Context: an optimization exercise on an open-source flow, tuned for a short achievable clock period. The choices shown serve that exercise and are no tape-out recipe. RTL that was checked went through simulation tests only; none was proved equivalent to the original. For run 3, only the layout was checked, not whether the RTL still works. In run 4 the design's own scripts or RTL, not TritonCTS, make the clock network. The clock port is modelled as an ideal driver, which makes a skipped or thinned clock tree look cheaper than it is; a real chip needs a root buffer or a tree. Power is estimated from default activity; no workload was simulated.

### config.mk
export PLATFORM = sky130hd
export DESIGN_NAME = pulse_timing_top
export DESIGN_NICKNAME = pulse_timing_top
export VERILOG_FILES = /design/flow/design.v
export SDC_FILE = /design/flow/constraint.sdc
export NUM_CORES = 4
export LEC_CHECK = 0
export CAP_MARGIN = 20
export CORE_MARGIN = 2
export CORE_UTILIZATION = 40
export SLEW_MARGIN = 20
### constraint.sdc
create_clock -name core_clock -period 4.6 [get_ports {clk_pll}]
set_input_delay 0.9200 -clock core_clock [delete_from_list [all_inputs] [get_ports {clk_pll}]]
set_output_delay 0.9200 -clock core_clock [all_outputs]
set_load 0.01 [all_outputs]
### design.v
package pulse_pkg;
   typedef struct packed {
      logic [31:0] period;
      logic [31:0] sync_up;
      logic [31:0] p1width;
      logic [31:0] p2start;
      logic [31:0] att_down;
      logic [31:0] delay;
      logic [31:0] offres_delay;
      logic [6:0]  pp_pump;
      logic [6:0]  pp_probe;
      logic [6:0]  post_att;
      logic        double_pulse;
      logic        pump_on;
   } pulse_timing_t;
   typedef struct packed {
      logic [31:0] t_sync;    
      logic [31:0] t_p1w;     
      logic [31:0] t_p2s;     
      logic [31:0] t_offs;    
      logic [31:0] t_offe;    
      logic [31:0] t_att3;    
      logic [31:0] t_rec;     
      logic [31:0] t_attd;    
      logic [31:0] t_per;     
      logic [6:0]  pp_pump;
      logic [6:0]  pp_probe;
      logic [6:0]  post_att;
      logic        offres_en;  
      logic        z_sync;    
      logic        z_p1w;     
      logic        z_p2s;     
      logic        z_offe;    
      logic        z_att1;    
      logic        z_att3;    
      logic        z_rec;     
      logic        z_attd;    
      logic        z_per;     
   } seq_set_t;
   typedef struct packed {
      logic [3:0]  addr;
      logic [31:0] data;
   } host_wr_t;
   typedef struct packed {
      logic        sync_on;
      logic        pulse_on;
      logic [6:0]  att1;
      logic [6:0]  att3;
      logic        record_start;
      logic        frame_start;
   } pulse_out_t;
endpackage
`timescale 1ns/1ps
module timing_loader
(
   input  logic          clk_pll,
   input  logic          resetn,
   input  logic          host_valid,
   input  pulse_pkg::host_wr_t      host_wr,
   output logic          host_ready,
   output logic          push,
   output pulse_pkg::pulse_timing_t shadow,
   input  logic          credit_return
);
   localparam int CRED_W = $clog2(4 + 1);
   logic              wr_acc;
   logic              commit_acc;
   logic [CRED_W-1:0] credits;
   logic              ready_q;
   assign host_ready = ready_q;
   assign wr_acc     = host_valid && ready_q;
   assign commit_acc = wr_acc && (host_wr.addr == 4'd8);
   always_ff @(posedge clk_pll) begin
      if (resetn) begin
         shadow <= '0;
      end else if (wr_acc) begin
         case (host_wr.addr)
            4'd0:   shadow.period       <= host_wr.data;
            4'd1:  shadow.sync_up      <= host_wr.data;
            4'd2:  shadow.p1width      <= host_wr.data;
            4'd3:  shadow.p2start      <= host_wr.data;
            4'd4: shadow.att_down     <= host_wr.data;
            4'd5:    shadow.delay        <= host_wr.data;
            4'd6:   shadow.offres_delay <= host_wr.data;
            4'd7: begin
               shadow.pp_pump      <=
                  host_wr.data[0 +: $bits(shadow.pp_pump)];
               shadow.pp_probe     <=
                  host_wr.data[7 +: $bits(shadow.pp_probe)];
               shadow.post_att     <=
                  host_wr.data[14 +: $bits(shadow.post_att)];
               shadow.double_pulse <= host_wr.data[21];
               shadow.pump_on      <= host_wr.data[22];
            end
            default: ;
         endcase
      end
   end
   always_ff @(posedge clk_pll) begin
      if (resetn) begin
         push <= 1'b0;
      end else begin
         push <= commit_acc;
      end
   end
   always_ff @(posedge clk_pll) begin
      if (resetn) begin
         credits <= CRED_W'(4);
         ready_q <= 1'b1;
      end else begin
         credits <= credits - CRED_W'(commit_acc) + CRED_W'(credit_return);
         if (commit_acc) begin
            ready_q <= credit_return || (credits != CRED_W'(1));
         end else begin
            ready_q <= ready_q || credit_return;
         end
      end
   end
endmodule
`timescale 1ns/1ps
module set_prep
(
   input  logic                     clk_pll,
   input  pulse_pkg::pulse_timing_t shadow,
   output pulse_pkg::seq_set_t      entry
);
   logic [31:0] s_offs, s_offe, s_att3, s_rec;
   always_ff @(posedge clk_pll) begin
      s_offs <= shadow.offres_delay + 32'd1;
      s_offe <= shadow.offres_delay + shadow.p1width;
      s_att3 <= shadow.sync_up - 32'(30);
      s_rec  <= shadow.sync_up + shadow.delay;
   end
   always_comb begin
      entry.t_sync    = shadow.sync_up;
      entry.t_p1w     = shadow.p1width;
      entry.t_p2s     = shadow.p2start;
      entry.t_offs    = s_offs;
      entry.t_offe    = s_offe;
      entry.t_att3    = s_att3;
      entry.t_rec     = s_rec;
      entry.t_attd    = shadow.att_down;
      entry.t_per     = shadow.period;
      entry.pp_pump   = shadow.pp_pump;
      entry.pp_probe  = shadow.pp_probe;
      entry.post_att  = shadow.post_att;
      entry.offres_en = shadow.double_pulse && !shadow.pump_on;
      entry.z_sync    = (shadow.sync_up != '0);
      entry.z_p1w     = (shadow.p1width != '0);
      entry.z_p2s     = (shadow.p2start != '0);
      entry.z_offe    = (s_offe != '0);
      entry.z_att1    = (shadow.p1width != '1);
      entry.z_att3    = (shadow.sync_up != 32'(30));
      entry.z_rec     = (s_rec == '0);
      entry.z_attd    = (shadow.att_down != '0);
      entry.z_per     = (shadow.period == '0);
   end
endmodule
module timing_fifo #(
   parameter int  DEPTH     = 4,
   parameter int  WIDTH     = 1
) (
   input  logic     clk_pll,
   input  logic     resetn,
   input  logic     push,
   input  logic [WIDTH-1:0] push_data,
   output logic     avail,
   output logic [WIDTH-1:0] head,
   input  logic     pop,
   output logic     credit_return
);
   localparam int PTR_W = (DEPTH > 1) ? $clog2(DEPTH) : 1;
   localparam int CNT_W = $clog2(DEPTH + 1);
   logic [WIDTH-1:0] mem [DEPTH];
   logic [PTR_W-1:0] wr_ptr;
   logic [PTR_W-1:0] rd_ptr;
   logic [CNT_W-1:0] count;
   function automatic logic [PTR_W-1:0] ptr_inc(input logic [PTR_W-1:0] p);
      ptr_inc = (p == PTR_W'(DEPTH - 1)) ? '0 : p + 1'b1;
   endfunction
   assign head = mem[rd_ptr];
   always_ff @(posedge clk_pll) begin
      if (push) begin
         mem[wr_ptr] <= push_data;
      end
   end
   always_ff @(posedge clk_pll) begin
      if (resetn) begin
         wr_ptr        <= '0;
         rd_ptr        <= '0;
         count         <= '0;
         avail         <= 1'b0;
         credit_return <= 1'b0;
      end else begin
         if (push) begin
            wr_ptr <= ptr_inc(wr_ptr);
         end
         if (pop) begin
            rd_ptr <= ptr_inc(rd_ptr);
         end
         count         <= count + CNT_W'(push) - CNT_W'(pop);
         avail         <= push || (pop ? (count != CNT_W'(1)) : avail);
         credit_return <= pop;
      end
   end
endmodule
`timescale 1ns/1ps
module pulse_sequencer
(
   input  logic          clk_pll,
   input  logic          resetn,
   input  logic          avail,
   input  pulse_pkg::seq_set_t head,
   output logic          pop,
   input  logic          pump,
   output pulse_pkg::pulse_out_t    pulse
);
   pulse_pkg::seq_set_t cur;
   pulse_pkg::seq_set_t nxt;
   logic          armed;
   logic [31:0]   cp;         
   logic          start;      
   logic          f_sync;     
   logic          f_p1w;      
   logic          f_p2s;      
   logic          f_offs;     
   logic          f_offe;     
   logic          f_att1;     
   logic          f_gtad;     
   logic          f_att3;     
   logic          f_rec;      
   logic          f_attd;     
   logic          f_zero;     
   logic          f_end;      
   pulse_pkg::pulse_out_t    pulse_nxt;
   assign pop   = avail && (!armed || f_end);
   assign start = armed ? f_end : pop;
   assign nxt   = pop ? head : cur;
   always_comb begin
      pulse_nxt = '0;
      if (armed) begin
         pulse_nxt.sync_on = f_sync;
         if (f_p1w) begin
            pulse_nxt.pulse_on = pump;
         end else if (f_p2s) begin
            pulse_nxt.pulse_on = 1'b0;
         end else if (f_sync) begin
            pulse_nxt.pulse_on = 1'b1;
         end else begin
            pulse_nxt.pulse_on = cur.offres_en && f_offs && f_offe;
         end
         pulse_nxt.att1 = (f_att1 || f_gtad) ? cur.pp_pump : cur.pp_probe;
         pulse_nxt.att3 = (f_att3 || f_gtad) ? cur.post_att : '0;
         pulse_nxt.record_start = f_rec && f_attd;
         pulse_nxt.frame_start  = f_zero;
      end
   end
   always_ff @(posedge clk_pll) begin
      if (resetn) begin
         armed <= 1'b0;
         pulse <= '0;
      end else begin
         pulse <= pulse_nxt;
         if (pop) begin
            armed <= 1'b1;
         end
      end
   end
   always_ff @(posedge clk_pll) begin
      if (pop) begin
         cur <= head;
      end
   end
   always_ff @(posedge clk_pll) begin
      if (start) begin
         cp     <= 32'd1;
         f_sync <= nxt.z_sync;
         f_p1w  <= nxt.z_p1w;
         f_p2s  <= nxt.z_p2s;
         f_offs <= 1'b0;
         f_offe <= nxt.z_offe;
         f_att1 <= nxt.z_att1;
         f_gtad <= 1'b0;
         f_att3 <= nxt.z_att3;
         f_rec  <= nxt.z_rec;
         f_attd <= nxt.z_attd;
         f_zero <= 1'b1;
         f_end  <= nxt.z_per;
      end else begin
         cp     <= cp + 32'd1;
         f_sync <= f_sync && (cp != cur.t_sync);
         f_p1w  <= f_p1w  && (cp != cur.t_p1w);
         f_p2s  <= f_p2s  && (cp != cur.t_p2s);
         f_offs <= f_offs || (cp == cur.t_offs);
         f_offe <= f_offe && (cp != cur.t_offe);
         f_att1 <= f_att1 && f_p1w;
         f_gtad <= !f_attd;
         f_att3 <= f_att3 && (cp != cur.t_att3);
         f_rec  <= f_rec  || (cp == cur.t_rec);
         f_attd <= f_attd && (cp != cur.t_attd);
         f_zero <= 1'b0;
         f_end  <= (cp == cur.t_per);
      end
   end
endmodule
`timescale 1ns/1ps
module pulse_timing_top
(
   input  logic       clk_pll,
   input  logic       resetn,
   input  logic       host_valid,
   input  logic [35:0] host_wr,
   output logic       host_ready,
   input  logic       pump,
   output logic [17:0] pulse
);
   logic          push;
   pulse_pkg::pulse_timing_t shadow;
   pulse_pkg::seq_set_t      entry;
   logic          credit_return;
   logic          avail;
   pulse_pkg::seq_set_t      head;
   logic          pop;
   timing_loader i_loader (
      .clk_pll       (clk_pll),
      .resetn        (resetn),
      .host_valid    (host_valid),
      .host_wr       (host_wr),
      .host_ready    (host_ready),
      .push          (push),
      .shadow        (shadow),
      .credit_return (credit_return)
   );
   set_prep i_prep (
      .clk_pll (clk_pll),
      .shadow  (shadow),
      .entry   (entry)
   );
   timing_fifo #(
      .DEPTH     (4),
      .WIDTH     ($bits(entry))
   ) i_fifo (
      .clk_pll       (clk_pll),
      .resetn        (resetn),
      .push          (push),
      .push_data     (entry),
      .avail         (avail),
      .head          (head),
      .pop           (pop),
      .credit_return (credit_return)
   );
   pulse_sequencer i_seq (
      .clk_pll (clk_pll),
      .resetn  (resetn),
      .avail   (avail),
      .head    (head),
      .pop     (pop),
      .pump    (pump),
      .pulse   (pulse)
   );
endmodule
### run.sh
#!/bin/bash
# synth_recipe.tcl (not shown) runs the flow's synth.tcl, then flattens the netlist and writes it again
# the make line also repeats each setting of config.mk as NAME=value (left out here)
make -C /OpenROAD-flow-scripts/flow DESIGN_CONFIG=/design/flow/config.mk WORK_HOME=/design/flow/orfs CLKGATE_MAP_FILE= SYNTH_SCRIPT=/design/flow/synth_recipe.tcl finish
==> results of run 1 <==
[worst reg2reg max path, stage by stage (launching register included)]
cell and delay [ps]:
dfxtp_1 540, ha_1 290, fa_1 260, a211o_1 160, a21oi_1 110, o41ai_2 430, a21oi_1 240, a2bb2oi_1 240
or4b_1 540, a21oi_1 170, xor2_1 150
[kinds of logic (layout without fill, tap and decap cells)]
group | Yosys count | in the layout | synth area share, %
AO/OA/AOI/OAI | 464 | 464 | 3.364
XOR/XNOR | 430 | 430 | 4.864
adder cells (fa/ha/maj) | 78 | 78 | 1.299
buffers and inverters | 252 | 589 | 1.310
flip-flops | 2049 | 2049 | 73.47
multiplexers | 331 | 331 | 9.448
other | 0 | 4 | 0
AND/OR/NAND/NOR | 1047 | 1047 | 6.240
[area by class of cell]
cell class                 instances  area [µm²]  share of cell area [%]
timing repair buffer             189        1872                   2.120
sequential                      2049       56920                   64.48
antenna                            4       10.01                 0.01134
multi-input combinational       2350       19580                   22.18
clock buffer                     279        5595                   6.338
tap                             2526        3161                   3.580
inverter                          31       120.1                  0.1361
clock inverter                    90        1013                   1.148
[metal layers]
metal  up-vias  track usage, %  wire, µm
li1      18060               -         -
met5         -               0         0
met4         0           6.967      6532
met3       263           3.373     15660
met2      1533           33.33     98500
met1     21930           29.83     88700
[how the worst max path moves through the flow]
stage | from | to | cells after the start
after CTS | i_loader.shadow[151]$_SDFFE_PP0P_ | i_prep.s_offe[28]$_DFF_P_ | 10
after floorplan | i_seq.f_end$_DFF_P_ | i_fifo.count[1]$_SDFF_PP0_ | 9
final | i_loader.shadow[151]$_SDFFE_PP0P_ | i_prep.s_offe[30]$_DFF_P_ | 10
after detailed placement | host_wr[33] | i_loader.credits[1]$_SDFF_PP0_ | 8
after global routing | i_loader.shadow[151]$_SDFFE_PP0P_ | i_prep.s_offe[30]$_DFF_P_ | 10
after global placement | host_wr[33] | i_loader.credits[1]$_SDFF_PP0_ | 8
[placed cells by master (no fill, tap or decap), types with 16 or more instances in the layout]
master	synthesis	final
nand2_1	591	590
buf_12	0	27
nor3_1	20	18
clkbuf_8	0	23
buf_4	0	104
dfxtp_2	0	16
a21oi_1	327	327
nor2_1	116	115
clkbuf_1	140	53
clkinv_1	1	26
nand3_1	36	36
and2_1	21	17
mux4_2	319	319
nor4_1	117	115
clkinv_2	0	29
dfxtp_1	463	445
nand4_1	68	68
clkdlybuf4s50_1	0	50
clkbuf_16	0	203
edfxtp_1	1586	1586
bufinv_16	0	20
o21ai_0	42	42
inv_1	30	29
xor2_1	274	274
a21o_1	21	21
xnor2_1	156	156
ha_1	74	73
[state kept, by name, summed over array words and instances, names as in the netlist, 2 cells and up, named ones only]
name              count
i_prep.s_offs        32
i_prep.s_rec         32
i_prep.s_att3        32
i_fifo.count          3
i_fifo.mem         1276
i_fifo.rd_ptr         2
i_loader.credits      3
i_fifo.wr_ptr         2
i_prep.s_offe        32
i_seq.cp             32
i_seq.pulse          18
i_seq.cur           319
i_loader.shadow     247
[power groups by stage]
stage                     combinational [mW]  sequential, mW  clock [mW]
after floorplan                         1.40            20.6           0
after global placement                  2.49            21.1           0
after detailed placement                2.50            21.2           0
after CTS                               2.52            20.8        16.8
after global routing                    2.61            20.8        17.5
final                                   2.51            20.8        16.5
==> flow_metrics.env, run 1 <==
export IMPL_power_share_clock_pct=41.5
export IMPL_max_freq_mhz=314.8
export IMPL_place_area_mm2=0.08166
export IMPL_cp_slowest_cell="dfxtp_1"
export IMPL_critical_path_class="flip-flop to flip-flop"
export IMPL_syn_area_mm2=0.07743
export IMPL_cts_buffer_depth=3
export IMPL_antenna_left=0
export IMPL_synth_seq_cells=2049
export IMPL_grt_pass1_wl_mm=298.0
export IMPL_h_tree_depth=4
export IMPL_fp_dieW_um=444.0
export IMPL_clock_skew_ps=28.35
export IMPL_ys_seq_area_share_pct=73.47
export IMPL_p_seq_share_pct=52.2
export IMPL_r2r_end="i_prep.s_offe[30]$_DFF_P_"
export IMPL_finalHoldViolations=0
export IMPL_crit_buf_inv=0
export IMPL_reg2reg_slack_ps=1420
export IMPL_cp_max_fo=8
export IMPL_internal_power_mw=30.46
export IMPL_arrival_ps=3940
export IMPL_status="complete, no violations"
export IMPL_crit_path_start_kind="flip-flop"
export IMPL_vias=41780
export IMPL_combPwrFrac_pct=6.3
export IMPL_wirelength_mm=209.4
export IMPL_hold_path_startpoint="i_seq.f_zero$_DFF_P_"
export IMPL_setup_slack_ps=1423
export IMPL_crit_top_cell="a21oi_1"
export IMPL_final_fill_count=16360
export IMPL_yosysTopAreaCellShare_pct=61.50
export IMPL_die_area_mm2=0.1971
export IMPL_cts_clk_slew_worst_paths_ps=60
export IMPL_grt_max_degree=137
export IMPL_hpwlAfterDp_mm=129.4
export IMPL_slew_headroom_pct=19.25
export IMPL_reg2reg_depth=10
export IMPL_syn_nets=4769
export IMPL_worstHoldPathType="flip-flop to flip-flop"
export IMPL_dr_pass1_iters=7
export IMPL_ioPinCount=59
export IMPL_rows=161
export IMPL_hold_path_cell_count=2
export IMPL_p_leak_nw=30.18
export IMPL_finalSetupViolCount=0
export IMPL_ys_types=75
export IMPL_yosysTopAreaCell="edfxtp_1"
export IMPL_switchingPower_mw=9.335
export IMPL_drive_gt1_share_pct=16.40
export IMPL_hold_end="i_seq.pulse[0]$_SDFF_PP0_"
export IMPL_synth_warnings=4
export IMPL_final_area_mm2=0.08828
export IMPL_cts_sinks=2049
export IMPL_slowest_delay_ps=540
export IMPL_dp_cells=7145
export IMPL_drt_iter0_markers=4663
export IMPL_maxCapViolCount=0
export IMPL_grt_setup_unrepaired="false"
export IMPL_initial_core_util_pct=40.25
export IMPL_p_sw_share_pct=23.46
export IMPL_core_region_area_mm2=0.1924
export IMPL_hold_buffers=0
export IMPL_tightest_slew_ps=1207
export IMPL_grt_pass1_vias=40850
export IMPL_tritoncts="built"
export IMPL_synth_area_leaders="edfxtp_1, dfxtp_1, mux4_2"
export IMPL_grt_ovfl_total=0
export IMPL_drv_slew=0
export IMPL_portBuffers=58
export IMPL_total_power_mw=39.79
export IMPL_required_ps=5360
export IMPL_die_h_um=444.0
export IMPL_gp_congestion=0.8224
export IMPL_peakVddDrop_v=0.0003266
export IMPL_tns_ps=0
export IMPL_clk_latency_ps=840
export IMPL_pwr_density_cell_mw_per_mm2=450.7
export IMPL_final_net_count=4935
export IMPL_r2r_start="i_loader.shadow[151]$_SDFFE_PP0P_"
export IMPL_drc=0
export IMPL_final_util_pct=45.89
export IMPL_via_per_inst=5.558
export IMPL_synth_common_cells="edfxtp_1, nand2_1, dfxtp_1"
export IMPL_track_usage_pct=21.08
export IMPL_clock_root_buffer="clkbuf_16"
export IMPL_crit_family="compound AO/OA/AOI/OAI gates"
export IMPL_synth_edf_count=1586
export IMPL_syn_area_per_cell_um2=16.65
export IMPL_cts_resized=0
export IMPL_synth_cells=4651
export IMPL_synthFlopType="edfxtp_1"
export IMPL_areaGrowthSynthToFinish_pct=14.00
export IMPL_cts_buffers_inserted=196
export IMPL_place_ws_ps=1294
export IMPL_fin_hold_ws_ps=425.5
export IMPL_final_cells=7518
export IMPL_crit_path_cell_trace="ha_1, fa_1, a211o_1, a21oi_1, o41ai_2, a21oi_1, a2bb2oi_1, or4b_1, a21oi_1, xor2_1"
export IMPL_period_needed_ps=3177
export IMPL_synthArstFlopShare_pct=0
export IMPL_post_cts_buffers=0
export IMPL_antenna_found_initial=13
export IMPL_synth_most_common_cell="edfxtp_1"
export IMPL_period_share_pct=69.07
export IMPL_endpoint_kind="flip-flop"
export IMPL_wire_per_inst_um=27.85
==> run 2: changes to the inputs <==
--- a/design.v
+++ b/design.v
@@ -125,11 +125,30 @@
    output pulse_pkg::seq_set_t      entry
 );
    logic [31:0] s_offs, s_offe, s_att3, s_rec;
+   function automatic logic [31:0] pp_add(input logic [31:0] a,
+                                          input logic [31:0] b);
+      logic [31:0] g, p, gn, pn;
+      g = a & b;
+      p = a ^ b;
+      for (int l = 0; l < 5; l++) begin
+         gn = g;
+         pn = p;
+         for (int i = 0; i < 32; i++) begin
+            if (i >= (1 << l)) begin
+               gn[i] = g[i] | (p[i] & g[i - (1 << l)]);
+               pn[i] = p[i] & p[i - (1 << l)];
+            end
+         end
+         g = gn;
+         p = pn;
+      end
+      pp_add = a ^ b ^ {g[30:0], 1'b0};
+   endfunction
    always_ff @(posedge clk_pll) begin
-      s_offs <= shadow.offres_delay + 32'd1;
-      s_offe <= shadow.offres_delay + shadow.p1width;
-      s_att3 <= shadow.sync_up - 32'(30);
-      s_rec  <= shadow.sync_up + shadow.delay;
+      s_offs <= pp_add(shadow.offres_delay, 32'd1);
+      s_offe <= pp_add(shadow.offres_delay, shadow.p1width);
+      s_att3 <= pp_add(shadow.sync_up, 32'd0 - 32'(30));
+      s_rec  <= pp_add(shadow.sync_up, shadow.delay);
    end
    always_comb begin
       entry.t_sync    = shadow.sync_up;
@@ -219,6 +238,8 @@
    pulse_pkg::seq_set_t nxt;
    logic          armed;
    logic [31:0]   cp;         
+   logic [23:0]   cp_hi_inc;  
+   logic          cp_lo_ff;   
    logic          start;      
    logic          f_sync;     
    logic          f_p1w;      
@@ -273,7 +294,9 @@
    end
    always_ff @(posedge clk_pll) begin
       if (start) begin
-         cp     <= 32'd1;
+         cp        <= 32'd1;
+         cp_lo_ff  <= 1'b0;
+         cp_hi_inc <= 24'd1;
          f_sync <= nxt.z_sync;
          f_p1w  <= nxt.z_p1w;
          f_p2s  <= nxt.z_p2s;
@@ -287,7 +310,12 @@
          f_zero <= 1'b1;
          f_end  <= nxt.z_per;
       end else begin
-         cp     <= cp + 32'd1;
+         cp[7:0]   <= cp[7:0] + 8'd1;
+         cp_lo_ff  <= (cp[7:0] == 8'hfe);
+         cp_hi_inc <= cp[31:8] + 24'd1;
+         if (cp_lo_ff) begin
+            cp[31:8] <= cp_hi_inc;
+         end
          f_sync <= f_sync && (cp != cur.t_sync);
          f_p1w  <= f_p1w  && (cp != cur.t_p1w);
          f_p2s  <= f_p2s  && (cp != cur.t_p2s);
--- a/config.mk
+++ b/config.mk
@@ -5,7 +5,9 @@
 export SDC_FILE = /design/flow/constraint.sdc
 export NUM_CORES = 4
 export LEC_CHECK = 0
+export ABC_CLOCK_PERIOD_IN_PS = 2000
 export CAP_MARGIN = 20
 export CORE_MARGIN = 2
-export CORE_UTILIZATION = 40
+export CORE_UTILIZATION = 55
+export SETUP_SLACK_MARGIN = 2.6
 export SLEW_MARGIN = 20
==> flow_metrics.env, run 2 <==
export IMPL_cp_depth=11
export IMPL_cts_sinks=2074
export IMPL_period_share_pct=63.75
export IMPL_maxCapViolCount=0
export IMPL_status="complete, no violations"
export IMPL_setup_slack_ps=1667
export IMPL_cts_buffer_depth=3
export IMPL_max_flop_register="i_fifo.mem"
export IMPL_dr_pass1_iters=6
export IMPL_wl_met1_mm=92.14
export IMPL_largest_register_ffs=1276
export IMPL_track_usage_pct=30.06
export IMPL_crit_path_cell_trace="ha_4, fa_2, a21oi_2, o21bai_2, a211oi_2, o31ai_2, or4_4, a311o_1, a21o_1, a221oi_2, xnor2_1"
export IMPL_finalSetupViolCount=0
export IMPL_wl_met3_mm=17.64
export IMPL_synthFlopType="edfxtp_1"
export IMPL_vias=43650
export IMPL_via_per_inst=6.091
export IMPL_tightest_slew_ps=1242
export IMPL_synth_seq_cells=2074
export IMPL_combPwrFrac_pct=8.9
export IMPL_ys_seq_area_share_pct=73.41
export IMPL_yosysTopAreaCell="edfxtp_1"
export IMPL_slew_headroom_pct=16.92
export IMPL_drv_slew=0
export IMPL_cts_clk_slew_worst_paths_ps=60
export IMPL_slowest_delay_ps=450
export IMPL_final_cells=7167
export IMPL_hpwlAfterDp_mm=129.5
export IMPL_grt_setup_unrepaired="true"
export IMPL_ys_types=59
export IMPL_synth_most_common_cell="edfxtp_1"
export IMPL_place_ws_ps=1344
export IMPL_crit_path_start_kind="flip-flop"
export IMPL_drive_gt1_share_pct=25.86
export IMPL_antenna_left=0
export IMPL_portBuffers=58
export IMPL_synth_edf_count=1586
export IMPL_areaGrowthSynthToFinish_pct=18.83
export IMPL_highest_signal_layer="met4"
export IMPL_synth_warnings=4
export IMPL_worstHoldPathType="flip-flop to flip-flop"
export IMPL_antenna_found_initial=8
export IMPL_dp_cells=6595
export IMPL_required_ps=5340
export IMPL_cts_buffers_inserted=204
export IMPL_endpoint_kind="flip-flop"
export IMPL_die_area_mm2=0.1452
export IMPL_period_needed_ps=2933
export IMPL_fp_dieW_um=381.0
export IMPL_max_freq_mhz=341.0
export IMPL_die_h_um=381.0
export IMPL_core_region_area_mm2=0.1412
export IMPL_drc=0
export IMPL_synth_cells=4718
export IMPL_crit_path_start="i_loader.shadow[151]$_SDFFE_PP0P_"
export IMPL_p_seq_share_pct=50.8
export IMPL_pwr_density_cell_mw_per_mm2=447.9
export IMPL_clock_skew_ps=25.61
export IMPL_r2r_end="i_prep.s_offe[30]$_DFF_P_"
export IMPL_h_tree_depth=4
export IMPL_synthArstFlopShare_pct=0
export IMPL_arrival_ps=3680
export IMPL_syn_area_mm2=0.07818
export IMPL_r2r_start="i_loader.shadow[151]$_SDFFE_PP0P_"
export IMPL_reg2reg_depth=11
export IMPL_reg2reg_slack_ps=1670
export IMPL_p_sw_share_pct=24.45
export IMPL_internal_power_mw=31.44
export IMPL_ioPinCount=59
export IMPL_cp_max_fo=3
export IMPL_cp_slowest_cell="or4_4"
export IMPL_final_net_count=5218
export IMPL_fin_hold_ws_ps=428.6
export IMPL_initial_core_util_pct=55.36
export IMPL_peakVddDrop_v=0.0003919
export IMPL_yosysTopAreaCellShare_pct=60.91
export IMPL_grt_max_degree=142
export IMPL_clk_latency_ps=830
export IMPL_wire_per_inst_um=30.75
export IMPL_syn_area_per_cell_um2=16.57
export IMPL_final_area_mm2=0.09291
export IMPL_grt_ovfl_total=0
export IMPL_synth_common_cells="edfxtp_1, nand2_1, dfxtp_1"
export IMPL_finalHoldViolations=0
export IMPL_clock_root_buffer="clkbuf_16"
export IMPL_crit_family="compound AO/OA/AOI/OAI gates"
export IMPL_crit_buf_inv=0
export IMPL_p_leak_nw=32.55
export IMPL_critical_path_class="flip-flop to flip-flop"
export IMPL_rows=138
export IMPL_power_share_clock_pct=40.3
export IMPL_tritoncts="built"
export IMPL_top_regs="i_fifo.mem: 1276 flops, i_seq.cur: 319 flops, i_loader.shadow: 247 flops"
export IMPL_gp_congestion=0.8621
export IMPL_syn_nets=4838
export IMPL_grt_pass1_wl_mm=308.5
export IMPL_switchingPower_mw=10.18
export IMPL_dr_wl_met2_mm=103.0
export IMPL_drt_iter0_markers=4788
export IMPL_place_area_mm2=0.08201
export IMPL_grt_pass1_vias=41920
export IMPL_wirelength_mm=220.4
export IMPL_final_cell_mix="edfxtp_1, nand2_1, dfxtp_1"
export IMPL_crit_end="i_prep.s_offe[30]$_DFF_P_"
export IMPL_synth_area_leaders="edfxtp_1, dfxtp_1, mux4_2"
export IMPL_final_common_cell="edfxtp_1"
==> run 2: cell types whose count changed in the layout (fill, tap and decap cells not counted), sizes merged, moves of 19 or more <==
cell,previous run,this run
nand2,591,570
clkbuf,279,298
clkdlybuf4s50,50,30
dfxtp,463,488
mux2i,3,27
buf,139,354
==> run 2: cell type report <==
| cell class | instances | area [µm²] |
|---|---|---|
| inverter | 34 | 133.9 |
| fill | 10000 | 48330 |
| tap | 1890 | 2365 |
| sequential | 2074 | 57690 |
| clock inverter | 93 | 1037 |
| timing repair buffer | 402 | 4417 |
| clock buffer | 290 | 5742 |
| multi-input combinational | 2382 | 21520 |
| antenna | 2 | 5.005 |
==> run 2: tightest hold or removal path, delay by kind of cell, from the launching register on <==
family                 cells  cell delay (ps)
buffers and inverters      1               40
flip-flops                 1              300
AND/OR/NAND/NOR            1               50
==> run 2: logic make-up after synthesis <==
family / Yosys count / share of synthesized area, %
xor gates and xnor gates: 430 / 4.817
and+or+nand+nor: 1043 / 6.086
buffers and inverters: 266 / 1.362
muxes: 355 / 9.664
DFF: 2074 / 73.41
AOI/OAI and AO/OA: 470 / 3.343
adders and majority gates: 80 / 1.319
==> run 2: how the worst min path moves through the flow <==
| stage | startpoint | endpoint | cells past startpoint |
|---|---|---|---|
| floorplan | i_seq.f_zero$_DFF_P_ | i_seq.pulse[0]$_SDFF_PP0_ | 2 |
| global placement | i_seq.cur[15]$_DFFE_PP_ | i_seq.pulse[7]$_SDFF_PP0_ | 1 |
| detailed placement | i_seq.cur[13]$_DFFE_PP_ | i_seq.pulse[5]$_SDFF_PP0_ | 1 |
| CTS | resetn | i_fifo.wr_ptr[0]$_SDFFE_PP0P_ | 2 |
| global route | i_seq.f_zero$_DFF_P_ | i_seq.pulse[0]$_SDFF_PP0_ | 2 |
| finish | i_seq.f_zero$_DFF_P_ | i_seq.pulse[0]$_SDFF_PP0_ | 2 |
==> run 2: routing by layer <==
layer | up-vias | track usage, %
li1 | 18720 | -
met1 | 22770 | 44.23
met2 | 1816 | 46.31
met3 | 349 | 4.719
met4 | 0 | 10.17
met5 | - | 0
==> run 2: repair_timing <==
item / 4_1_cts / 5_1_grt
setup buffers: 102 / 67
cloned: 10 / 8
endpoints found under the setup margin: 2121 / 419
hold buffers: 0 / 0
gates resized for setup: 422 / 231
pin swaps: 74 / 92
==> run 2: power groups by stage <==
| stage | logic (mW) | registers, mW | clock network, mW |
|---|---|---|---|
| 2_1_floorplan | 1.74 | 21.0 | 0 |
| 3_3_place_gp | 3.12 | 21.6 | 0 |
| 3_5_place_dp | 3.13 | 21.6 | 0 |
| 4_1_cts | 3.45 | 21.2 | 17.0 |
| 5_1_grt | 3.79 | 21.1 | 17.7 |
| 6_report | 3.69 | 21.1 | 16.8 |
==> run 2: through the flow <==
step	power (mW)	setup TNS, ps	util [%]
finish	41.61	0	65.78
detailed placement	24.76	0	58.06
global placement	24.73	0	58.07
global route	42.64	0	65.78
CTS	41.66	0	64.54
floorplan	22.70	-347580	-
==> run 3: changes to the inputs <==
--- a/design.v
+++ b/design.v
@@ -124,32 +124,28 @@
    input  pulse_pkg::pulse_timing_t shadow,
    output pulse_pkg::seq_set_t      entry
 );
+   logic [16:0] lo_offs, lo_offe, lo_att3, lo_rec;
+   logic [15:0] hi_offs, hi_offe, hi_att3, hi_rec;
    logic [31:0] s_offs, s_offe, s_att3, s_rec;
-   function automatic logic [31:0] pp_add(input logic [31:0] a,
-                                          input logic [31:0] b);
-      logic [31:0] g, p, gn, pn;
-      g = a & b;
-      p = a ^ b;
-      for (int l = 0; l < 5; l++) begin
-         gn = g;
-         pn = p;
-         for (int i = 0; i < 32; i++) begin
-            if (i >= (1 << l)) begin
-               gn[i] = g[i] | (p[i] & g[i - (1 << l)]);
-               pn[i] = p[i] & p[i - (1 << l)];
-            end
-         end
-         g = gn;
-         p = pn;
-      end
-      pp_add = a ^ b ^ {g[30:0], 1'b0};
-   endfunction
+   logic [31:0] k_att3;
+   assign k_att3 = 32'd0 - 32'(30);
    always_ff @(posedge clk_pll) begin
-      s_offs <= pp_add(shadow.offres_delay, 32'd1);
-      s_offe <= pp_add(shadow.offres_delay, shadow.p1width);
-      s_att3 <= pp_add(shadow.sync_up, 32'd0 - 32'(30));
-      s_rec  <= pp_add(shadow.sync_up, shadow.delay);
+      lo_offs <= {1'b0, shadow.offres_delay[15:0]} + 17'd1;
+      hi_offs <= shadow.offres_delay[31:16];
+      lo_offe <= {1'b0, shadow.offres_delay[15:0]} + {1'b0, shadow.p1width[15:0]};
+      hi_offe <= shadow.offres_delay[31:16] + shadow.p1width[31:16];
+      lo_att3 <= {1'b0, shadow.sync_up[15:0]} + {1'b0, k_att3[15:0]};
+      hi_att3 <= shadow.sync_up[31:16] + k_att3[31:16];
+      lo_rec  <= {1'b0, shadow.sync_up[15:0]} + {1'b0, shadow.delay[15:0]};
+      hi_rec  <= shadow.sync_up[31:16] + shadow.delay[31:16];
    end
+   assign s_offs = {hi_offs + 16'(lo_offs[16]), lo_offs[15:0]};
+   assign s_offe = {hi_offe + 16'(lo_offe[16]), lo_offe[15:0]};
+   assign s_att3 = {hi_att3 + 16'(lo_att3[16]), lo_att3[15:0]};
+   assign s_rec  = {hi_rec  + 16'(lo_rec[16]),  lo_rec[15:0]};
+   function automatic logic sum_zero(input logic [16:0] lo, input logic [15:0] hi);
+      sum_zero = (lo[15:0] == '0) && (lo[16] ? (hi == '1) : (hi == '0));
+   endfunction
    always_comb begin
       entry.t_sync    = shadow.sync_up;
       entry.t_p1w     = shadow.p1width;
@@ -167,10 +163,10 @@
       entry.z_sync    = (shadow.sync_up != '0);
       entry.z_p1w     = (shadow.p1width != '0);
       entry.z_p2s     = (shadow.p2start != '0);
-      entry.z_offe    = (s_offe != '0);
+      entry.z_offe    = !sum_zero(lo_offe, hi_offe);
       entry.z_att1    = (shadow.p1width != '1);
       entry.z_att3    = (shadow.sync_up != 32'(30));
-      entry.z_rec     = (s_rec == '0);
+      entry.z_rec     = sum_zero(lo_rec, hi_rec);
       entry.z_attd    = (shadow.att_down != '0);
       entry.z_per     = (shadow.period == '0);
    end
--- a/config.mk
+++ b/config.mk
@@ -8,6 +8,7 @@
 export ABC_CLOCK_PERIOD_IN_PS = 2000
 export CAP_MARGIN = 20
 export CORE_MARGIN = 2
-export CORE_UTILIZATION = 55
+export CORE_UTILIZATION = 70
+export PLACE_DENSITY = 0.8
 export SETUP_SLACK_MARGIN = 2.6
 export SLEW_MARGIN = 20
==> flow_metrics.env, run 3 <==
export IMPL_grt_setup_unrepaired="true"
export IMPL_grt_pass1_vias=45320
export IMPL_h_tree_depth=4
export IMPL_switchingPower_mw=10.37
export IMPL_power_share_clock_pct=39.3
export IMPL_max_flop_register="i_fifo.mem"
export IMPL_final_common_cell="edfxtp_1"
export IMPL_areaGrowthSynthToFinish_pct=15.36
export IMPL_finalSetupViolCount=0
export IMPL_cts_buffers_inserted=193
export IMPL_crit_path_start_kind="flip-flop"
export IMPL_p_leak_nw=31.77
export IMPL_slew_headroom_pct=11.33
export IMPL_tightest_slew_ps=1326
export IMPL_p_seq_share_pct=51.0
export IMPL_peakVddDrop_v=0.0004983
export IMPL_maxCapViolCount=0
export IMPL_finalHoldViolations=0
export IMPL_period_share_pct=51.31
export IMPL_cts_buffer_depth=3
export IMPL_gp_congestion=0.9044
export IMPL_ioPinCount=59
export IMPL_via_per_inst=6.869
export IMPL_largest_register_ffs=1276
export IMPL_synthArstFlopShare_pct=0
export IMPL_synth_area_leaders="edfxtp_1, dfxtp_1, mux4_2"
export IMPL_pwr_density_cell_mw_per_mm2=455.2
export IMPL_die_h_um=339.6
export IMPL_dp_cells=6234
export IMPL_synth_common_cells="edfxtp_1, nand2_1, dfxtp_1"
export IMPL_synth_most_common_cell="edfxtp_1"
export IMPL_clock_root_buffer="clkbuf_16"
export IMPL_combPwrFrac_pct=9.7
export IMPL_clk_latency_ps=810
export IMPL_ys_types=57
export IMPL_drc=0
export IMPL_synthFlopType="edfxtp_1"
export IMPL_final_cell_mix="edfxtp_1, nand2_1, dfxtp_1"
export IMPL_cp_max_fo=9
export IMPL_period_needed_ps=2360
export IMPL_synth_edf_count=1586
export IMPL_core_region_area_mm2=0.1120
export IMPL_cts_clk_slew_worst_paths_ps=70
export IMPL_endpoint_kind="flip-flop"
export IMPL_initial_core_util_pct=70.36
export IMPL_hpwlAfterDp_mm=121.1
export IMPL_final_util_pct=81.16
export IMPL_synth_seq_cells=2078
export IMPL_fin_hold_ws_ps=405.6
export IMPL_tritoncts="built"
export IMPL_track_usage_pct=37.43
export IMPL_internal_power_mw=31.03
export IMPL_yosysTopAreaCell="edfxtp_1"
export IMPL_drive_gt1_share_pct=21.98
export IMPL_synth_warnings=4
export IMPL_yosysTopAreaCellShare_pct=60.42
export IMPL_grt_ovfl_total=0
export IMPL_status="complete, no violations"
export IMPL_drv_slew=0
export IMPL_final_cells=6743
export IMPL_syn_area_per_cell_um2=16.44
export IMPL_wire_per_inst_um=32.84
export IMPL_top_regs="i_fifo.mem: 1276 flops, i_seq.cur: 319 flops, i_loader.shadow: 247 flops"
export IMPL_portBuffers=58
export IMPL_tns_ps=0
export IMPL_antenna_left=0
export IMPL_dr_pass1_iters=6
export IMPL_grt_max_degree=110
export IMPL_fp_dieW_um=339.6
export IMPL_required_ps=5270
export IMPL_vias=46320
export IMPL_final_net_count=5195
export IMPL_hold_buffers=0
export IMPL_rows=123
export IMPL_p_sw_share_pct=25.04
export IMPL_clock_skew_ps=44.31
export IMPL_max_freq_mhz=423.7
export IMPL_synth_cells=4796
export IMPL_grt_pass1_wl_mm=307.8
export IMPL_cts_sinks=2078
export IMPL_worstHoldPathType="flip-flop to flip-flop"
export IMPL_arrival_ps=3030
export IMPL_ys_seq_area_share_pct=72.92
export IMPL_wirelength_mm=221.4
export IMPL_drt_iter0_markers=6506
export IMPL_critical_path_class="flip-flop to flip-flop"
export IMPL_syn_area_mm2=0.07882
export IMPL_die_area_mm2=0.1153
export IMPL_antenna_found_initial=10
export IMPL_syn_nets=4926
run 3: cell count changes after synthesis, sizes merged, moves of 7 or more:
cell / delta
a211oi: +9
nand4: +15
buf: +32
nand2: +9
o21bai: -7
nor2: +27
xnor2: +30
nand3: +16
clkbuf: -32
ha: +8
o21a: +10
a21o: -9
o21ai: -9
a21oi: -18
run 3: cell type report:
class	count	area, µm²
clock buffers	277	5627
clock inverters	90	912.1
diodes	6	15.01
repair buffers	302	3286
inverters	33	132.6
well taps	1500	1877
flip-flops and latches	2078	57720
multi-input cells	2457	21360
fillers	5203	21110
run 3: per-layer routing:
layer	up-vias	share of wire [%]	track usage (%)
met5	-	0.044	0
met4	14	6.9	20.87
met3	844	14	10.01
met2	3727	46	57.41
met1	23010	33	49.53
li1	18730	-	-
run 3: worst paths after layout:
path         cells past startpoint  slack [ps]                         startpoint                        end
max reg2reg                      8        2240  i_loader.shadow[206]$_SDFFE_PP0P_  i_prep.hi_rec[14]$_DFF_P_
max                              8        2240  i_loader.shadow[206]$_SDFFE_PP0P_  i_prep.hi_rec[14]$_DFF_P_
min reg2reg                      0         410   i_loader.shadow[45]$_SDFFE_PP0P_  i_prep.hi_offs[6]$_DFF_P_
min                              0         410   i_loader.shadow[45]$_SDFFE_PP0P_  i_prep.hi_offs[6]$_DFF_P_
run 3: kinds of logic (layout without fill, tap and decap cells):
| family | count (synthesis) | count (layout) | share of synthesized area (%) |
|---|---|---|---|
| XOR/XNOR | 458 | 458 | 5.089 |
| other | 0 | 6 | 0 |
| AND/OR/NAND/NOR | 1104 | 1108 | 6.386 |
| adder cells (fa/ha/maj) | 90 | 90 | 1.486 |
| buffers and inverters | 265 | 702 | 1.368 |
| AO/OA/AOI/OAI | 445 | 445 | 3.157 |
| multiplexers | 356 | 356 | 9.599 |
| flip-flops | 2078 | 2078 | 72.92 |
run 3: worst max-delay path, cell delays in order, from the launching register on:
cell	delay, ps
dfxtp_2	410
ha_1	480
and3_1	290
o21ai_0	150
o21bai_2	190
o31ai_2	90
buf_4	150
buf_6	120
a311o_1	350
run 3: repair_timing:
item,CTS,global route
endpoints found under the setup margin,1625,680
resized for setup,328,144
pin swaps,57,42
setup buffers,87,38
gates cloned,4,7
run 3: power by group through the flow:
stage / Combinational [mW] / Sequential (mW) / Clock, mW
6_report: 4.00 / 21.1 / 16.3
5_1_grt: 4.03 / 21.1 / 17.0
4_1_cts: 3.47 / 21.2 / 16.3
3_5_place_dp: 2.85 / 21.8 / 0
3_3_place_gp: 2.80 / 21.8 / 0
2_1_floorplan: 1.81 / 21.0 / 0
run 3: through the flow:
| step | area (µm²) | power (mW) | setup WS [ps] |
|---|---|---|---|
| 2_1_floorplan | 78920 | 22.80 | -2133 |
| 3_3_place_gp | 81630 | 24.55 | 1270 |
| 3_5_place_dp | 81630 | 24.62 | 1251 |
| 4_1_cts | 89770 | 40.90 | 2379 |
| 5_1_grt | 90920 | 42.15 | 2196 |
| 6_report | 90930 | 41.40 | 2240 |
==> run 4: changes to the inputs <==
--- a/design.v
+++ b/design.v
@@ -124,28 +124,32 @@
    input  pulse_pkg::pulse_timing_t shadow,
    output pulse_pkg::seq_set_t      entry
 );
-   logic [16:0] lo_offs, lo_offe, lo_att3, lo_rec;
-   logic [15:0] hi_offs, hi_offe, hi_att3, hi_rec;
    logic [31:0] s_offs, s_offe, s_att3, s_rec;
-   logic [31:0] k_att3;
-   assign k_att3 = 32'd0 - 32'(30);
+   function automatic logic [31:0] pp_add(input logic [31:0] a,
+                                          input logic [31:0] b);
+      logic [31:0] g, p, gn, pn;
+      g = a & b;
+      p = a ^ b;
+      for (int l = 0; l < 5; l++) begin
+         gn = g;
+         pn = p;
+         for (int i = 0; i < 32; i++) begin
+            if (i >= (1 << l)) begin
+               gn[i] = g[i] | (p[i] & g[i - (1 << l)]);
+               pn[i] = p[i] & p[i - (1 << l)];
+            end
+         end
+         g = gn;
+         p = pn;
+      end
+      pp_add = a ^ b ^ {g[30:0], 1'b0};
+   endfunction
    always_ff @(posedge clk_pll) begin
-      lo_offs <= {1'b0, shadow.offres_delay[15:0]} + 17'd1;
-      hi_offs <= shadow.offres_delay[31:16];
-      lo_offe <= {1'b0, shadow.offres_delay[15:0]} + {1'b0, shadow.p1width[15:0]};
-      hi_offe <= shadow.offres_delay[31:16] + shadow.p1width[31:16];
-      lo_att3 <= {1'b0, shadow.sync_up[15:0]} + {1'b0, k_att3[15:0]};
-      hi_att3 <= shadow.sync_up[31:16] + k_att3[31:16];
-      lo_rec  <= {1'b0, shadow.sync_up[15:0]} + {1'b0, shadow.delay[15:0]};
-      hi_rec  <= shadow.sync_up[31:16] + shadow.delay[31:16];
+      s_offs <= pp_add(shadow.offres_delay, 32'd1);
+      s_offe <= pp_add(shadow.offres_delay, shadow.p1width);
+      s_att3 <= pp_add(shadow.sync_up, 32'd0 - 32'(30));
+      s_rec  <= pp_add(shadow.sync_up, shadow.delay);
    end
-   assign s_offs = {hi_offs + 16'(lo_offs[16]), lo_offs[15:0]};
-   assign s_offe = {hi_offe + 16'(lo_offe[16]), lo_offe[15:0]};
-   assign s_att3 = {hi_att3 + 16'(lo_att3[16]), lo_att3[15:0]};
-   assign s_rec  = {hi_rec  + 16'(lo_rec[16]),  lo_rec[15:0]};
-   function automatic logic sum_zero(input logic [16:0] lo, input logic [15:0] hi);
-      sum_zero = (lo[15:0] == '0) && (lo[16] ? (hi == '1) : (hi == '0));
-   endfunction
    always_comb begin
       entry.t_sync    = shadow.sync_up;
       entry.t_p1w     = shadow.p1width;
@@ -163,10 +167,10 @@
       entry.z_sync    = (shadow.sync_up != '0);
       entry.z_p1w     = (shadow.p1width != '0);
       entry.z_p2s     = (shadow.p2start != '0);
-      entry.z_offe    = !sum_zero(lo_offe, hi_offe);
+      entry.z_offe    = (s_offe != '0);
       entry.z_att1    = (shadow.p1width != '1);
       entry.z_att3    = (shadow.sync_up != 32'(30));
-      entry.z_rec     = sum_zero(lo_rec, hi_rec);
+      entry.z_rec     = (s_rec == '0);
       entry.z_attd    = (shadow.att_down != '0);
       entry.z_per     = (shadow.period == '0);
    end
==> flow/run.sh (new file) <==
#!/bin/bash
# The standard layout, with the clock tree built by flow/cts_hook.tcl: the
# clock port drives four root buffers, each drives the leaf buffers of one
# quarter of the flip-flops. Every tool's output is logged in this folder.
set -euo pipefail
export PRE_CTS_TCL="$PWD/flow/cts_hook.tcl"
bash standard.sh > flow_orfs.log 2>&1
==> flow/cts_hook.tcl (new file) <==
# Sourced by ORFS's CTS step (PRE_CTS_TCL) in place of TritonCTS: builds the
# two-level clock tree of mytree.tcl, then ORFS goes on with its own detailed
# placement and timing repair.
source [file join [file dirname [info script]] mytree.tcl]

proc clock_tree_synthesis { args } {
  set block [ord::get_db_block]
  set n [llength [[$block findNet clk_pll] getITerms]]
  # about 26 clock pins per leaf buffer
  set nleaf [expr { max(4, int(round($n / 26.0))) }]
  build_clock_tree 4 $nleaf sky130_fd_sc_hd__clkbuf_16
}
==> flow/mytree.tcl (new file) <==
# A two-level clock tree: the clock port drives NROOT clkbuf_16 roots, each
# root drives the leaf clkbuf_16 buffers of its region, and each leaf drives
# about the same number of flip-flop clock pins. Regions come from recursive
# bisection of the flip-flop locations, so the tree is balanced by design.
proc bisect_groups {items n} {
  if {$n <= 1} { return [list $items] }
  set xs {}; set ys {}
  foreach it $items { lappend xs [lindex $it 1]; lappend ys [lindex $it 2] }
  set xs [lsort -integer $xs]; set ys [lsort -integer $ys]
  set k [expr {([lindex $xs end]-[lindex $xs 0]) >= ([lindex $ys end]-[lindex $ys 0]) ? 1 : 2}]
  set s [lsort -integer -index $k $items]
  set n1 [expr {$n / 2}]
  set h [expr {([llength $s] * $n1) / $n}]
  return [concat [bisect_groups [lrange $s 0 [expr {$h-1}]] $n1] \
                 [bisect_groups [lrange $s $h end] [expr {$n - $n1}]]]
}

proc centroid {g} {
  set sx 0; set sy 0
  foreach it $g { set sx [expr {$sx + [lindex $it 1]}]; set sy [expr {$sy + [lindex $it 2]}] }
  return [list [expr {$sx / [llength $g]}] [expr {$sy / [llength $g]}]]
}

proc build_clock_tree {nroot nleaf bufname} {
  set block [ord::get_db_block]
  set clknet [$block findNet clk_pll]
  set master [[ord::get_db] findMaster $bufname]
  set items {}
  foreach it [$clknet getITerms] {
    set inst [$it getInst]
    set b [$inst getBBox]
    lappend items [list $it [expr {([$b xMin]+[$b xMax])/2}] [expr {([$b yMin]+[$b yMax])/2}]]
  }
  puts "mytree: [llength $items] clock sinks"
  set rgroups [bisect_groups $items $nroot]
  set li 0
  set ri 0
  foreach rg $rgroups {
    set lgroups [bisect_groups $rg [expr {$nleaf / $nroot}]]
    set rnet [odb::dbNet_create $block "clknet_root_$ri"]
    $rnet setSigType CLOCK
    set rbuf [odb::dbInst_create $block $master "clkbuf_root_$ri"]
    set lpos {}
    foreach lg $lgroups {
      lassign [centroid $lg] cx cy
      set lnet [odb::dbNet_create $block "clknet_leaf_$li"]
      $lnet setSigType CLOCK
      set lbuf [odb::dbInst_create $block $master "clkbuf_leaf_$li"]
      $lbuf setLocation [expr {$cx - 2000}] [expr {$cy - 1360}]
      $lbuf setPlacementStatus PLACED
      [$lbuf findITerm X] connect $lnet
      [$lbuf findITerm A] connect $rnet
      foreach it $lg {
        set t [lindex $it 0]
        $t disconnect
        $t connect $lnet
      }
      lappend lpos [list $lbuf $cx $cy]
      incr li
    }
    lassign [centroid $lpos] cx cy
    $rbuf setLocation [expr {$cx - 2000}] [expr {$cy - 1360}]
    $rbuf setPlacementStatus PLACED
    [$rbuf findITerm A] connect $clknet
    [$rbuf findITerm X] connect $rnet
    puts "mytree: root $ri at $cx $cy, [llength $lgroups] leaves, [llength $rg] sinks"
    incr ri
  }
}
==> standard.sh (new file) <==
#!/bin/bash
# synth_recipe.tcl (not shown) runs the flow's synth.tcl, then flattens the netlist and writes it again
# the make line also repeats each setting of config.mk as NAME=value (left out here)
make -C /OpenROAD-flow-scripts/flow DESIGN_CONFIG=/design/flow/config.mk WORK_HOME=/design/flow/orfs CLKGATE_MAP_FILE= SYNTH_SCRIPT=/design/flow/synth_recipe.tcl "${@:-finish}"
--- a/config.mk
+++ b/config.mk
@@ -8,7 +8,6 @@
 export ABC_CLOCK_PERIOD_IN_PS = 2000
 export CAP_MARGIN = 20
 export CORE_MARGIN = 2
-export CORE_UTILIZATION = 70
-export PLACE_DENSITY = 0.8
+export CORE_UTILIZATION = 55
 export SETUP_SLACK_MARGIN = 2.6
 export SLEW_MARGIN = 20
removed: run.sh
==> flow_metrics.env, run 4 <==
export IMPL_status="complete, no violations"
export IMPL_final_cells=6935
export IMPL_syn_nets=4838
export IMPL_peakVddDrop_v=0.0003880
export IMPL_ys_types=59
export IMPL_period_needed_ps=2947
export IMPL_portBuffers=58
export IMPL_die_area_mm2=0.1452
export IMPL_synthXorXnorAreaFrac_pct=4.817
export IMPL_top_regs="i_fifo.mem: 1276 flops, i_seq.cur: 319 flops, i_loader.shadow: 247 flops"
export IMPL_hold_buffers=0
export IMPL_die_h_um=381.0
export IMPL_synth_top_family_by_area="multiplexers"
export IMPL_endpoint_kind="flip-flop"
export IMPL_max_freq_mhz=339.3
export IMPL_gp_congestion=0.8621
export IMPL_slew_headroom_pct=32.94
export IMPL_drc=0
export IMPL_crit_path_start_kind="flip-flop"
export IMPL_syn_area_per_cell_um2=16.57
export IMPL_required_ps=5110
export IMPL_dp_cells=6595
export IMPL_synth_cells=4718
export IMPL_cp_slowest_cell="or4_4"
export IMPL_tightest_slew_ps=1006
export IMPL_antenna_left=0
export IMPL_synth_common_cells="edfxtp_1, nand2_1, dfxtp_1"
export IMPL_finalHoldViolations=0
export IMPL_synth_compound_area_share_pct=3.343
export IMPL_via_per_inst=6.195
export IMPL_drv_slew=0
export IMPL_ys_seq_area_share_pct=73.41
export IMPL_finalSetupViolCount=0
export IMPL_vias=42960
export IMPL_synthArstFlopShare_pct=0
export IMPL_grt_setup_unrepaired="true"
export IMPL_crit_path_cell_trace="ha_4, fa_2, a21oi_2, o21bai_2, a211oi_2, o31ai_2, or4_4, a311o_1, a21o_1, a221oi_2, xnor2_1"
export IMPL_grt_ovfl_total=0
export IMPL_ioPinCount=59
export IMPL_drive_gt1_share_pct=25.98
export IMPL_slowest_delay_ps=440
export IMPL_hpwlAfterDp_mm=129.5
export IMPL_place_area_mm2=0.08201
export IMPL_yosysTopAreaCellShare_pct=60.91
export IMPL_cp_max_fo=3
export IMPL_max_flop_register="i_fifo.mem"
export IMPL_worstHoldPathType="flip-flop to flip-flop"
export IMPL_wirelength_mm=220.6
export IMPL_synthFlopType="edfxtp_1"
export IMPL_p_leak_nw=31.21
export IMPL_antenna_found_initial=8
export IMPL_syn_area_mm2=0.07818
export IMPL_synth_edf_count=1586
export IMPL_pwr_density_cell_mw_per_mm2=371.4
export IMPL_rows=138
export IMPL_track_usage_pct=29.73
export IMPL_areaGrowthSynthToFinish_pct=15.04
export IMPL_final_cell_mix="edfxtp_1, nand2_1, dfxtp_1"
export IMPL_synth_most_common_cell="edfxtp_1"
export IMPL_final_common_cell="edfxtp_1"
export IMPL_grt_pass1_vias=41060
export IMPL_drt_iter0_markers=5227
export IMPL_total_power_mw=33.41
export IMPL_cts_clk_slew_worst_paths_ps=100
export IMPL_wire_per_inst_um=31.81
export IMPL_initial_core_util_pct=55.36
export IMPL_clk_latency_ps=580
export IMPL_largest_register_ffs=1276
export IMPL_period_share_pct=64.07
export IMPL_fp_dieW_um=381.0
export IMPL_dr_pass1_iters=7
export IMPL_final_area_mm2=0.08995
export IMPL_grt_pass1_wl_mm=307.8
export IMPL_arrival_ps=3460
export IMPL_muxShareOfSynthArea_pct=9.664
export IMPL_synth_warnings=4
export IMPL_synthAdderAreaFrac_pct=1.319
export IMPL_final_net_count=5165
export IMPL_synth_area_leaders="edfxtp_1, dfxtp_1, mux4_2"
export IMPL_critical_path_class="flip-flop to flip-flop"
export IMPL_grt_max_degree=142
export IMPL_clock_skew_ps=23.55
export IMPL_yosysTopAreaCell="edfxtp_1"
export IMPL_maxCapViolCount=0
export IMPL_synth_simple_area_share_pct=6.086
export IMPL_core_region_area_mm2=0.1412
export IMPL_synth_seq_cells=2074
## run 4: final timing paths
| kind | start | end | slack (ps) | cells after the start |
|---|---|---|---|---|
| min | i_loader.shadow[59]$_SDFFE_PP0P_ | i_loader.shadow[59]$_SDFFE_PP0P_ | 460 | 2 |
| max | i_loader.shadow[151]$_SDFFE_PP0P_ | i_prep.s_offe[30]$_DFF_P_ | 1650 | 11 |
| max reg2reg | i_loader.shadow[151]$_SDFFE_PP0P_ | i_prep.s_offe[30]$_DFF_P_ | 1650 | 11 |
| min reg2reg | i_loader.shadow[59]$_SDFFE_PP0P_ | i_loader.shadow[59]$_SDFFE_PP0P_ | 460 | 2 |
## run 4: cell type report
class	count	area [µm²]
sequential	2074	57670
fill	10190	51290
multi-input combinational	2382	21940
timing repair buffer	469	5725
tap	1890	2365
buffer	84	2102
inverter	34	136.4
antenna	2	5.005
## run 4: timing repair
item	4_1_cts	5_1_grt
buffers inserted	126	89
setup endpoints to repair	2172	350
hold endpoints to repair	0	0
gates resized for setup	581	262
pin swaps	171	99
gates cloned	35	4
## run 4: per-layer routing
| layer | wire, µm | global-route usage [%] |
|---|---|---|
| met1 | 92690 | 44.47 |
| met2 | 103900 | 47.05 |
| met3 | 16180 | 3.234 |
| met4 | 7871 | 7.993 |
| met5 | 23 | 0 |
## run 4: kinds of logic (layout without fill, tap and decap cells)
family	count (synthesis)	after routing
compound gates	470	470
other cells	0	2
mux	355	355
fa+ha+maj	80	80
xor+xnor	430	430
flops	2074	2074
buf+inv	266	587
simple gates	1043	1047
## run 4: stage by stage
stage	utilization [%]	hold slack, ps	setup slack (ps)	TNS, ps
floorplan	-	393.6	-2114	-347580
global placement	58.07	429.9	1409	0
detailed placement	58.06	443.0	1344	0
CTS	62.47	443.2	1714	0
global route	63.68	463.1	1509	0
finish	63.68	463.2	1653	0
## run 4: worst max-delay path: cells and delay by family, from the launching register on
kind,cells,cell delay (ps)
xor gates and xnor gates,1,150
AOI/OAI and AO/OA,7,1390
and+or+nand+nor,1,440
adders and majority gates,2,520
DFF,1,370
## run 4: power by group
| part | switching, mW | total, mW | internal (mW) |
|---|---|---|---|
| combinational | 2.44 | 3.78 | 1.35 |
| clock | 5.29 | 8.52 | 3.23 |
| sequential | 0.737 | 21.1 | 20.4 |
| total | 8.46 | 33.4 | 24.9 |

## afterwards: timing with drivers on the ports
The flow's constraints put no driver on any port. The routed layouts listed below were extracted and timed again, unchanged, in two steps. Step 1 sets driving cells, clkbuf_16 on the clock port and buf_2 on the other inputs (assumed; they add their load-dependent delay and slew). Step 2, shift: input delay + t, output delay - t, t = (earliest + latest rising clock arrival at the registers) / 2. This alone moves slack from input paths to output paths. Slacks: ideal / step 1 / step 2; pairs: ideal / step 1.
| run | t, ns | setup slack, ns | clock arrival spread, ns | worst register clock-pin slew, ns | worst data-port slew with drivers (ns) |
|---|---|---|---|---|---|
| run 1 | 0.913 | 1.423 / 1.423 / 1.235 | 0.033 / 0.033 | 0.07 / 0.07 | 0.08 |
| run 2 | 0.903 | 1.667 / 1.667 / 1.667 | 0.029 / 0.029 | 0.07 / 0.07 | 0.05 |
| run 3 | 0.875 | 2.240 / 2.240 / 1.697 | 0.047 / 0.047 | 0.07 / 0.07 | 0.04 |
| run 4 | 0.748 | 1.653 / 1.653 / 1.653 | 0.028 / 0.028 | 0.11 / 0.11 | 0.15 |
After both steps every run listed still meets setup and hold. For run 3, which loses most, drivers alone change the setup slack by 0.000 ns; drivers and shift together by -0.543 ns.
